This design comes from an exercise in tuning for small area and a short achievable clock period on the open sky130 flow, not from production work. Where RTL was checked, it was by simulation tests only, not by an equivalence proof against the original. No functional check of the RTL was part of run 2. Power is estimated from default activity; no workload was simulated.

==> design.v <==
module cdb_broadcaster #(
  parameter int NUM_FU     = 8,
  parameter int NUM_CDB    = 2,
  parameter int BIT_WIDTH  = 32,
  parameter int TAG_WIDTH  = 8,
  parameter int FIFO_DEPTH = 2
) (
  input  logic                                clk,
  input  logic                                reset,
  input  logic [NUM_FU-1:0]                   fu_valid,
  output logic [NUM_FU-1:0]                   fu_ready,
  input  logic [NUM_FU-1:0][TAG_WIDTH-1:0]    fu_tag,
  input  logic [NUM_FU-1:0][BIT_WIDTH-1:0]    fu_value,
  output logic [NUM_CDB-1:0][TAG_WIDTH-1:0]   funcUnitTags,
  output logic [NUM_CDB-1:0][BIT_WIDTH-1:0]   funcUnitOut,
  output logic [NUM_CDB-1:0]                  valueReady
);
  localparam int FU_W  = (NUM_FU > 1) ? $clog2(NUM_FU) : 1;
  localparam int RES_W = TAG_WIDTH + BIT_WIDTH;
  logic [NUM_FU-1:0][RES_W-1:0] e0;    
  logic [NUM_FU-1:0][RES_W-1:0] e1;    
  logic [NUM_FU-1:0]            v0;
  logic [NUM_FU-1:0]            v1;
  logic [FU_W-1:0]              rr_ptr;
  logic [NUM_FU-1:0]            g0;    
  logic [NUM_FU-1:0]            g1;    
  logic [NUM_FU-1:0]            pop;
  logic [NUM_FU-1:0]            push;
  logic                         any0;
  logic                         any1;
  logic [NUM_FU-1:0]            last_g;
  logic [FU_W-1:0]              rr_nxt;
  logic [RES_W-1:0]             lane0_nxt;
  logic [RES_W-1:0]             lane1_nxt;
  logic [NUM_FU-1:0]            e0_hold;
  logic [NUM_FU-1:0]            e0_shift;
  logic [NUM_FU-1:0]            e0_load;
  logic [NUM_FU-1:0][RES_W-1:0] e0_nxt;
  always_comb begin
    for (int i = 0; i < NUM_FU; i++) begin
      fu_ready[i] = reset && !v1[i];
      push[i]     = fu_valid[i] && !v1[i];
    end
  end
  always_comb begin
    logic [2*NUM_FU-1:0] d;
    logic                seen1;
    logic                seen2;
    for (int i = 0; i < NUM_FU; i++) begin
      d[i]          = v0[i] && (i >= int'(rr_ptr));
      d[NUM_FU + i] = v0[i] && (i <  int'(rr_ptr));
    end
    g0    = '0;
    g1    = '0;
    seen1 = 1'b0;
    seen2 = 1'b0;
    for (int j = 0; j < 2*NUM_FU; j++) begin
      if (d[j] && !seen1)          g0[j % NUM_FU] = 1'b1;
      if (d[j] && seen1 && !seen2) g1[j % NUM_FU] = 1'b1;
      seen2 = seen2 || (seen1 && d[j]);
      seen1 = seen1 || d[j];
    end
    any0   = seen1;
    any1   = seen2;
    pop    = g0 | g1;
    last_g = any1 ? g1 : g0;
    rr_nxt = '0;
    for (int i = 0; i < NUM_FU; i++) begin
      if (last_g[i]) rr_nxt = rr_nxt | ((i == NUM_FU - 1) ? FU_W'(0) : FU_W'(i + 1));
    end
  end
  always_comb begin
    lane0_nxt = '0;
    lane1_nxt = '0;
    for (int i = 0; i < NUM_FU; i++) begin
      lane0_nxt = lane0_nxt | ({RES_W{g0[i]}} & e0[i]);
      lane1_nxt = lane1_nxt | ({RES_W{g1[i]}} & e0[i]);
    end
  end
  always_ff @(posedge clk or negedge reset) begin
    if (!reset) begin
      v0 <= '0;
      v1 <= '0;
    end else begin
      for (int i = 0; i < NUM_FU; i++) begin
        v0[i] <= v1[i] || push[i] || (v0[i] && !pop[i]);
        v1[i] <= v1[i] ? !pop[i] : (v0[i] && push[i] && !pop[i]);
      end
    end
  end
  always_comb begin
    for (int i = 0; i < NUM_FU; i++) begin
      e0_hold[i]  = v0[i] && !pop[i];
      e0_shift[i] = v1[i] && pop[i];
      e0_load[i]  = !v1[i] && !e0_hold[i];
      e0_nxt[i]   = ({RES_W{e0_hold[i]}}  & e0[i])
                  | ({RES_W{e0_shift[i]}} & e1[i])
                  | ({RES_W{e0_load[i]}}  & {fu_tag[i], fu_value[i]});
    end
  end
  always_ff @(posedge clk) begin
    for (int i = 0; i < NUM_FU; i++) begin
      e0[i] <= e0_nxt[i];
      if (!v1[i] || pop[i]) e1[i] <= {fu_tag[i], fu_value[i]};
    end
  end
  always_ff @(posedge clk or negedge reset) begin
    if (!reset) begin
      valueReady   <= '0;
      funcUnitTags <= '0;
      funcUnitOut  <= '0;
      rr_ptr       <= '0;
    end else begin
      valueReady[0]   <= any0;
      valueReady[1]   <= any1;
      funcUnitTags[0] <= lane0_nxt[RES_W-1:BIT_WIDTH];
      funcUnitOut[0]  <= lane0_nxt[BIT_WIDTH-1:0];
      funcUnitTags[1] <= lane1_nxt[RES_W-1:BIT_WIDTH];
      funcUnitOut[1]  <= lane1_nxt[BIT_WIDTH-1:0];
      if (any0) rr_ptr <= rr_nxt;
    end
  end
endmodule
==> flow/run.sh <==
#!/bin/bash
set -euo pipefail
bash standard.sh finish BUFFER_PORTS_ARGS="-buffer_cell sky130_fd_sc_hd__buf_1" > standard_flow.log 2>&1
==> standard.sh <==
#!/bin/bash
# synth_recipe.tcl (not shown) runs the flow's synth.tcl, then flattens the netlist and writes it again
# the make line also repeats each setting of config.mk as NAME=value (left out here)
make -C /OpenROAD-flow-scripts/flow DESIGN_CONFIG=/design/flow/config.mk WORK_HOME=/design/flow/orfs CLKGATE_MAP_FILE= SYNTH_SCRIPT=/design/flow/synth_recipe.tcl "${@:-finish}"
==> config.mk <==
export PLATFORM = sky130hd
export DESIGN_NAME = cdb_broadcaster
export DESIGN_NICKNAME = cdb_broadcaster
export VERILOG_FILES = /design/flow/design.v
export SDC_FILE = /design/flow/constraint.sdc
export NUM_CORES = 4
export LEC_CHECK = 0
export CAP_MARGIN = 20
export CORE_MARGIN = 2
export CORE_UTILIZATION = 55
export SLEW_MARGIN = 20
==> constraint.sdc <==
create_clock -name core_clock -period 55.0 [get_ports {clk}]
set_input_delay 11.0000 -clock core_clock [delete_from_list [all_inputs] [get_ports {clk}]]
set_output_delay 11.0000 -clock core_clock [all_outputs]
set_load 0.01 [all_outputs]
==> impl_metrics.ini, run 1 <==
[setup_path]
worstPathArrival_ns = 12.92
worst_setup_path_start_kind = primary input
crit_path_end_kind = output pin
worst_r2r_startpoint = rr_ptr[2]$_DFFE_PN0P_
setup.reg_to_reg.worst_slack_ns = 49.46
worst_ep_required_time_ns = 44.00
r2r_cells = 10
top_cell_family_by_delay_on_the_critical_path = buffers and inverters
path_cells = clkbuf_4 > buf_4 > nor2b_1 > buf_1
worst-setup-path-type = in -> out
timing.critical_path.slowest_cell_delay_ns = 0.74
cp.buffers_inverters = 3
rr_endpoint = e1[216]$_DFFE_PP_
timing.critical_path.slowest_stage_cell = buf_4
max_fanout_on_critical_path = 56

[timing]
clock-skew-final_ns = 0.0240
setup_repair_after_global_routing_missed_its_margin = false
min_period_ns = 23.92
postLayoutSetupSlackWorst_ns = 31.08
max_clock_freq_mhz = 41.8
slew_viol_final = 0
fin_crit_sh_pct = 43.5
setup-violations-final = 0
finalHoldViolCount = 0
slew_headroom_pct = 26.7
tns_ns = 0
worstMarginPinSlew_ns = 1.10

[hold_path]
worstHoldEndpoint = e0[246]$_DFF_P_
hold_class = reg -> reg
number_of_cells_on_the_worst_hold_path = 1
hold_start = e1[246]$_DFFE_PP_

[synth]
synthCells = 2173
synth_area_per_cell_sq_um = 13.4
yosysSeqAreaShare_pct = 63.5
ys.flop_type = edfxtp_1
async_set_reset_flop_share_out_of_synthesis_pct = 13.6
number_of_enable_type_register_cells_in_the_synthesized_netlist = 320
syn-cell-area_sq_um = 29200
ys_ff_latch = 741
synthDistinctLibCells = 71
netlist.area_leader.share_pct = 32.9
postSynthNetCount = 2503
synth_largest_area_cell = edfxtp_1
ys_warn_count = 1
leading_cell_types_by_total_area_after_synthesis = edfxtp_1 (33%), dfxtp_1 (22%), a221o_1 (11%), dfrtp_1 (8.7%), nor3b_1 (6.2%)

[clock_tree]
cts-buffers-inserted = 75
max-clock-path-buffers = 3
holdBufCountCts = 0
cts_max_level = 3
cts_resized = 0
cts.reportedPaths.clkPinSlew_ns = 0.07
clock-root-buffer = clkbuf_16
cts_tree = done
clk_latency_ns = 0.62
cts.sinks = 741
post_cts_buffers = 0

[floorplan]
floorplan.die_area_sq_um = 54900
rows = 84
pin_count = 420
x_dimension_of_the_die_um = 234
fp.coreArea_sq_um = 52600
floorplan.initialDensity_pct = 55.5
die_span_y_um = 234

[global_route]
largest_net_degree_at_the_start_of_global_routing = 77
grt_pass1_wl_um = 152000
first_global_vias = 22500
initial_antenna_violation_count = 23
gr-usage-all-layers_pct = 38.0
gr-total-overflow = 0

[power_and_ir_drop]
total_power_mw = 2.90
power_per_cell_area_nw_per_um2 = 85.6
cellLeakagePower_nw = 12.0
worst_ir_drop_vdd_mv = 0.0692

[drt]
finalWirelength_um = 106000
post_drt_wl_per_cell_um = 32.6
drc_errors = 0
drt_first_pass_iters = 10
drt_first_iter_violations = 4059
ant_nets = 0
vias = 23300
vias_per_cell = 7.16

[cells_and_area]
final_net_count = 2833
drive_gt1_share_pct = 9.21
regArea_sq_um = 18600
area_growth_pct = 16.0
post-route-util_pct = 64.5
most-common-layout-cells = buf_1 (418), a221o_1 (320), dfxtp_1 (320), edfxtp_1 (320), nor3b_1 (241)
multi_input_area_sq_um = 9930
n_fill_cell = 4057
layout.cells.most_common = buf_1

[placement]
detailed_place_hpwl_um = 67400
routabilityCongestion = 0.883
numPortBuffers = 419
dp_slack_ns = 31.05

[status]
run_status = no timing/DRC/antenna violations

[job]
drv.max_cap_violation_count = 0
==> registers in the layout (all words and copies together) (netlist names) <==
signal,count
v1,8
valueReady,2
e1,320
v0,8
e0,320
funcUnitTags,16
rr_ptr,3
funcUnitOut,64
==> cell type report <==
cell class	instances	share of cell area, %
Sequential cell	741	54.8
Clock buffer	107	6.47
Multi-Input combinational cell	1203	29.3
Timing Repair Buffer	473	5.91
Antenna cell	8	0.0591
Tap cell	688	2.54
Clock inverter	30	0.850
Inverter	9	0.0997
==> Yosys cell counts (3+ instances only) <==
cell type / number
a22oi_1: 80
nor2_1: 23
and2_1: 42
a21o_1: 4
mux2i_1: 4
nor3_1: 6
nor2b_1: 17
a22o_1: 4
buf_6: 3
edfxtp_1: 320
a211oi_2: 5
a21oi_1: 50
clkbuf_1: 174
dfrtp_1: 101
nand2_1: 27
nor3b_1: 242
nand2b_1: 43
inv_1: 9
buf_2: 41
a21boi_1: 3
o21ai_1: 4
o21a_1: 5
a222oi_1: 160
nand3_1: 84
a211oi_1: 4
or3_1: 8
nor3_2: 4
o21bai_1: 3
xnor2_1: 3
dfxtp_1: 320
o21ai_0: 4
a221o_1: 320
and3_1: 4
o211ai_1: 5
==> routing by layer <==
| metal | share of wire (%) | track usage (%) | vias up | wire length [um] |
|---|---|---|---|---|
| li1 | - | - | 9720 | - |
| met1 | 38 | 50.8 | 11700 | 40500 |
| met2 | 47 | 60.1 | 1655 | 49600 |
| met3 | 11 | 9.58 | 282 | 12200 |
| met4 | 3.6 | 14.1 | 32 | 3870 |
| met5 | 0.20 | 0 | - | 217 |
==> cells by family (layout without fill, tap and decap cells) <==
| kind of cell | count (synthesis) | after routing | synth area share (%) |
|---|---|---|---|
| flops | 741 | 741 | 63.5 |
| compound gates | 678 | 678 | 21.5 |
| simple gates | 517 | 517 | 11.5 |
| buf+inv | 229 | 619 | 3.22 |
| mux | 4 | 4 | 0.137 |
| xor+xnor | 3 | 3 | 0.0900 |
| fa+ha+maj | 1 | 1 | 0.0343 |
| other cells | 0 | 8 | 0 |
==> worst max path at each step <==
stage	slack (ns)	depth (start not counted)	to	startpoint
detailed placement	31.05	4	fu_ready[7]	reset
global placement	31.09	4	fu_ready[7]	reset
global route	30.85	4	fu_ready[7]	reset
CTS	31.05	4	fu_ready[7]	reset
finish	31.08	4	fu_ready[7]	reset
floorplan	32.80	1	fu_ready[0]	reset
==> worst register-to-register path: stages, from the launching register on <==
cell      delay, ns
dfrtp_1        0.92
nor2_1         0.38
o21a_1         0.36
nor2_1         0.31
o21ai_0        0.14
a211oi_1       0.52
or2_2          0.69
buf_4          0.53
nor2_1         0.20
nand2_2        0.49
buf_4          0.55
==> power by group <==
group	total, mW	switching [mW]	internal (mW)
sequential	1.09	0.176	0.913
combinational	1.30	0.860	0.436
clock	0.517	0.216	0.301
==> through the flow <==
stage	hold WS [ns]	cell area [sq um]	cells
final	0.452	33900	3259
after global routing	0.479	33900	3255
after CTS	0.457	33800	3251
after detailed placement	0.457	31400	3114
after global placement	0.450	31300	3113
after floorplan	0.448	29200	2173
==> run 2: changes to the inputs <==
--- a/design.v
+++ b/design.v
@@ -32,10 +32,6 @@
   logic [FU_W-1:0]              rr_nxt;
   logic [RES_W-1:0]             lane0_nxt;
   logic [RES_W-1:0]             lane1_nxt;
-  logic [NUM_FU-1:0]            e0_hold;
-  logic [NUM_FU-1:0]            e0_shift;
-  logic [NUM_FU-1:0]            e0_load;
-  logic [NUM_FU-1:0][RES_W-1:0] e0_nxt;
   always_comb begin
     for (int i = 0; i < NUM_FU; i++) begin
       fu_ready[i] = reset && !v1[i];
@@ -88,19 +84,9 @@
       end
     end
   end
-  always_comb begin
-    for (int i = 0; i < NUM_FU; i++) begin
-      e0_hold[i]  = v0[i] && !pop[i];
-      e0_shift[i] = v1[i] && pop[i];
-      e0_load[i]  = !v1[i] && !e0_hold[i];
-      e0_nxt[i]   = ({RES_W{e0_hold[i]}}  & e0[i])
-                  | ({RES_W{e0_shift[i]}} & e1[i])
-                  | ({RES_W{e0_load[i]}}  & {fu_tag[i], fu_value[i]});
-    end
-  end
   always_ff @(posedge clk) begin
     for (int i = 0; i < NUM_FU; i++) begin
-      e0[i] <= e0_nxt[i];
+      if (!v0[i] || pop[i]) e0[i] <= v1[i] ? e1[i] : {fu_tag[i], fu_value[i]};
       if (!v1[i] || pop[i]) e1[i] <= {fu_tag[i], fu_value[i]};
     end
   end
==> run.sh (new file) <==
#!/bin/bash
# synth_recipe.tcl (not shown) runs the flow's synth.tcl, then flattens the netlist and writes it again
# the make line also repeats each setting of config.mk as NAME=value (left out here)
make -C /OpenROAD-flow-scripts/flow DESIGN_CONFIG=/design/flow/config.mk WORK_HOME=/design/flow/orfs CLKGATE_MAP_FILE= SYNTH_SCRIPT=/design/flow/synth_recipe.tcl finish
--- a/config.mk
+++ b/config.mk
@@ -7,5 +7,5 @@
 export LEC_CHECK = 0
 export CAP_MARGIN = 20
 export CORE_MARGIN = 2
-export CORE_UTILIZATION = 55
+export CORE_UTILIZATION = 40
 export SLEW_MARGIN = 20
removed: flow/run.sh
removed: standard.sh
==> impl_metrics.ini, run 2 <==
[clock_tree]
cts.reportedPaths.clkPinSlew_ns = 0.06
cts_tree = done
clk_latency_ns = 0.62
cts-buffers-inserted = 79
post_cts_buffers = 0
clock-root-buffer = clkbuf_16
cts_resized = 0
max-clock-path-buffers = 3
holdBufCountCts = 0
cts_max_level = 3
cts.sinks = 741

[global_route]
met1_track_utilization_from_global_routing_pct = 35.4
initial_antenna_violation_count = 22
gr-usage-met3_pct = 6.24
gr-max-usage-layer = met2
largest_net_degree_at_the_start_of_global_routing = 75
gr-usage-all-layers_pct = 27.4
first_global_vias = 20800
grt_pass1_wl_um = 151000
grtUsageMet2_pct = 43.6
gr-total-overflow = 0

[placement]
place_inst = 3057
routabilityCongestion = 0.847
numPortBuffers = 419
placed_standard_cell_area_sq_um = 35400
dp_slack_ns = 30.87
detailed_place_hpwl_um = 61500

[synth]
synthCells = 1771
leading_cell_types_by_total_area_after_synthesis = edfxtp_1 (64%), mux2_2 (12%), dfrtp_1 (8.4%), a222oi_1 (4.0%), a22oi_1 (2.0%)
synthDistinctLibCells = 71
yosysSeqAreaShare_pct = 72.1
netlist.area_leader.share_pct = 63.7
netlist_top_cells_count = edfxtp_1 (640), mux2_2 (321), a222oi_1 (121)
number_of_enable_type_register_cells_in_the_synthesized_netlist = 640
async_set_reset_flop_share_out_of_synthesis_pct = 13.6
syn-cell-area_sq_um = 30200
synth_largest_area_cell = edfxtp_1
ys_warn_count = 1
most_common_cell_in_the_synthesized_netlist = edfxtp_1
ys_ff_latch = 741
ys.flop_type = edfxtp_1
synth_area_per_cell_sq_um = 17.0
postSynthNetCount = 2101

[cells_and_area]
fin_area_sq_um = 38000
final_net_count = 2499
layout.cells.non_filler = 3217
layout.cells.most_common = edfxtp_1
area_growth_pct = 26.0
registers_with_the_highest_flip_flop_counts = e0 x320, e1 x320, funcUnitOut x64
post-route-util_pct = 51.0
drive_gt1_share_pct = 23.3
most-common-layout-cells = edfxtp_1 (640), clkdlybuf4s50_1 (418), mux2_2 (321)

[floorplan]
rows = 100
pin_count = 420
floorplan.initialDensity_pct = 40.5
fp.coreArea_sq_um = 74600
die_span_y_um = 279
x_dimension_of_the_die_um = 279
floorplan.die_area_sq_um = 77600

[drt]
drc_errors = 0
finalWirelength_um = 108000
drt_first_pass_iters = 14
vias_per_cell = 6.24
ant_nets = 0
vias = 20100
post_drt_wl_per_cell_um = 33.5
drt_first_iter_violations = 3018

[timing]
worstMarginPinSlew_ns = 1.16
finalHoldViolCount = 0
postLayoutSetupSlackWorst_ns = 30.88
setup_repair_after_global_routing_missed_its_margin = false
slew_headroom_pct = 22.7
slew_viol_final = 0
min_period_ns = 24.12
max_clock_freq_mhz = 41.5
clock-skew-final_ns = 0.0196
tns_ns = 0
fin_crit_sh_pct = 43.9
holdWs_ns = 0.513
setup-violations-final = 0

[setup_path]
crit_path_end_kind = output pin
worst_ep_required_time_ns = 44.00
worst_setup_path_start_kind = primary input
worst-setup-path-type = in -> out
r2r_cells = 9
max_fanout_on_critical_path = 74
worstPathArrival_ns = 13.12

[power_and_ir_drop]
p_seq_share_pct = 43.2
total_power_mw = 2.87
power.share.combinational_pct = 38.2
worst_ir_drop_vdd_mv = 0.0648
netSwitchingPower_mw = 1.13
cellLeakagePower_nw = 13.1
clockPowerShare_pct = 18.6
power_per_cell_area_nw_per_um2 = 75.5
sw_frac_of_total_pct = 39.4
internal_power_mw = 1.74

[job]
drv.max_cap_violation_count = 0

[hold_path]
number_of_cells_on_the_worst_hold_path = 2
hold_class = reg -> reg

[status]
run_status = no timing/DRC/antenna violations
run 2: cell count changes after synthesis, sizes merged, moves of 33 or more:
cell	change
mux2	+321
dfxtp	-320
edfxtp	+320
clkbuf	-94
a21oi	-33
nor3b	-241
a221oi	+39
nand2b	-40
a222oi	-39
a221o	-319
run 2: path summary, 6_finish.rpt:
check / end / startpoint / slack [ns]
worst max-delay path: fu_ready[3] / reset / 30.88
worst min-delay path: funcUnitOut[37]$_DFF_PN0_ / e0[45]$_DFFE_PN_ / 0.51
worst max register to register: e0[139]$_DFFE_PP_ / rr_ptr[2]$_DFFE_PN0P_ / 49.79
worst min register to register: funcUnitOut[37]$_DFF_PN0_ / e0[45]$_DFFE_PN_ / 0.51
max in group asynchronous: v1[6]$_DFF_PN0_ / reset / 43.32
min in group asynchronous: funcUnitTags[2]$_DFF_PN0_ / reset / 10.45
run 2: area by class of cell:
cell class	count	area (sq um)
clock inverter	40	388
clock buffer	104	2180
antenna	16	40.0
inverter	17	70.1
tap	969	1210
multi-input combinational	889	7970
sequential	741	21800
fill	6115	36600
timing repair buffer	441	4360
run 2: logic make-up (layout without fill, tap and decap cells):
group / Yosys count / count (layout) / share of synthesized area, %
flip-flops: 741 / 741 / 72.1
AO/OA/AOI/OAI: 318 / 318 / 9.26
other: 0 / 16 / 0
XOR/XNOR: 8 / 8 / 0.232
buffers and inverters: 141 / 602 / 2.05
multiplexers: 323 / 323 / 12.0
AND/OR/NAND/NOR: 240 / 240 / 4.34
run 2: metal layers:
| metal | share of wire, % | up-vias |
|---|---|---|
| li1 | - | 8108 |
| met1 | 38 | 10100 |
| met2 | 47 | 1431 |
| met3 | 9.7 | 377 |
| met4 | 5.1 | 14 |
| met5 | 0.091 | - |
run 2: worst max-delay path, cell delays in order:
cell	delay (ns)
buf_6	0.58
buf_4	0.61
nor2b_1	0.21
clkdlybuf4s50_1	0.56
run 2: power by group through the flow:
stage / Combinational [mW] / Sequential [mW] / Clock [mW]
final: 1.10 / 1.24 / 0.534
after global routing: 1.15 / 1.26 / 0.562
after CTS: 1.09 / 1.23 / 0.541
after detailed placement: 1.08 / 1.24 / 0
after global placement: 1.06 / 1.23 / 0
after floorplan: 0.620 / 1.14 / 0

-- static timing again, ports no longer ideal --
The results above use ideal ports. As a check the final layouts listed here were re-extracted and re-timed, cells and wires unchanged.
Step 1 assumes that a clkbuf_16 drives the clock port and a buf_2 every other input.
Step 2 adds t to the input delays and takes it off the output delays; t is the mean of the earliest and latest rising clock arrival at the registers after step 1. Input paths then give back, and output paths get back, about the clock's delay inside the block.
Slacks: no drivers / after step 1 / after step 2; pairs: no drivers / after step 1.
| run | shift t [ns] | setup slack, ns | clock arrival spread, ns | worst register clock-pin slew, ns | cell pins on the clock port's net |
|---|---|---|---|---|---|
| run 1 | 0.675 | 31.078 / 31.052 / 31.052 | 0.025 / 0.024 | 0.07 / 0.07 | 1 |
| run 2 | 0.677 | 30.878 / 30.838 / 30.838 | 0.023 / 0.022 | 0.06 / 0.06 | 1 |
After both steps every run listed still meets setup and hold. For run 2, which loses most, drivers alone change the setup slack by -0.040 ns; drivers and shift together by -0.040 ns.
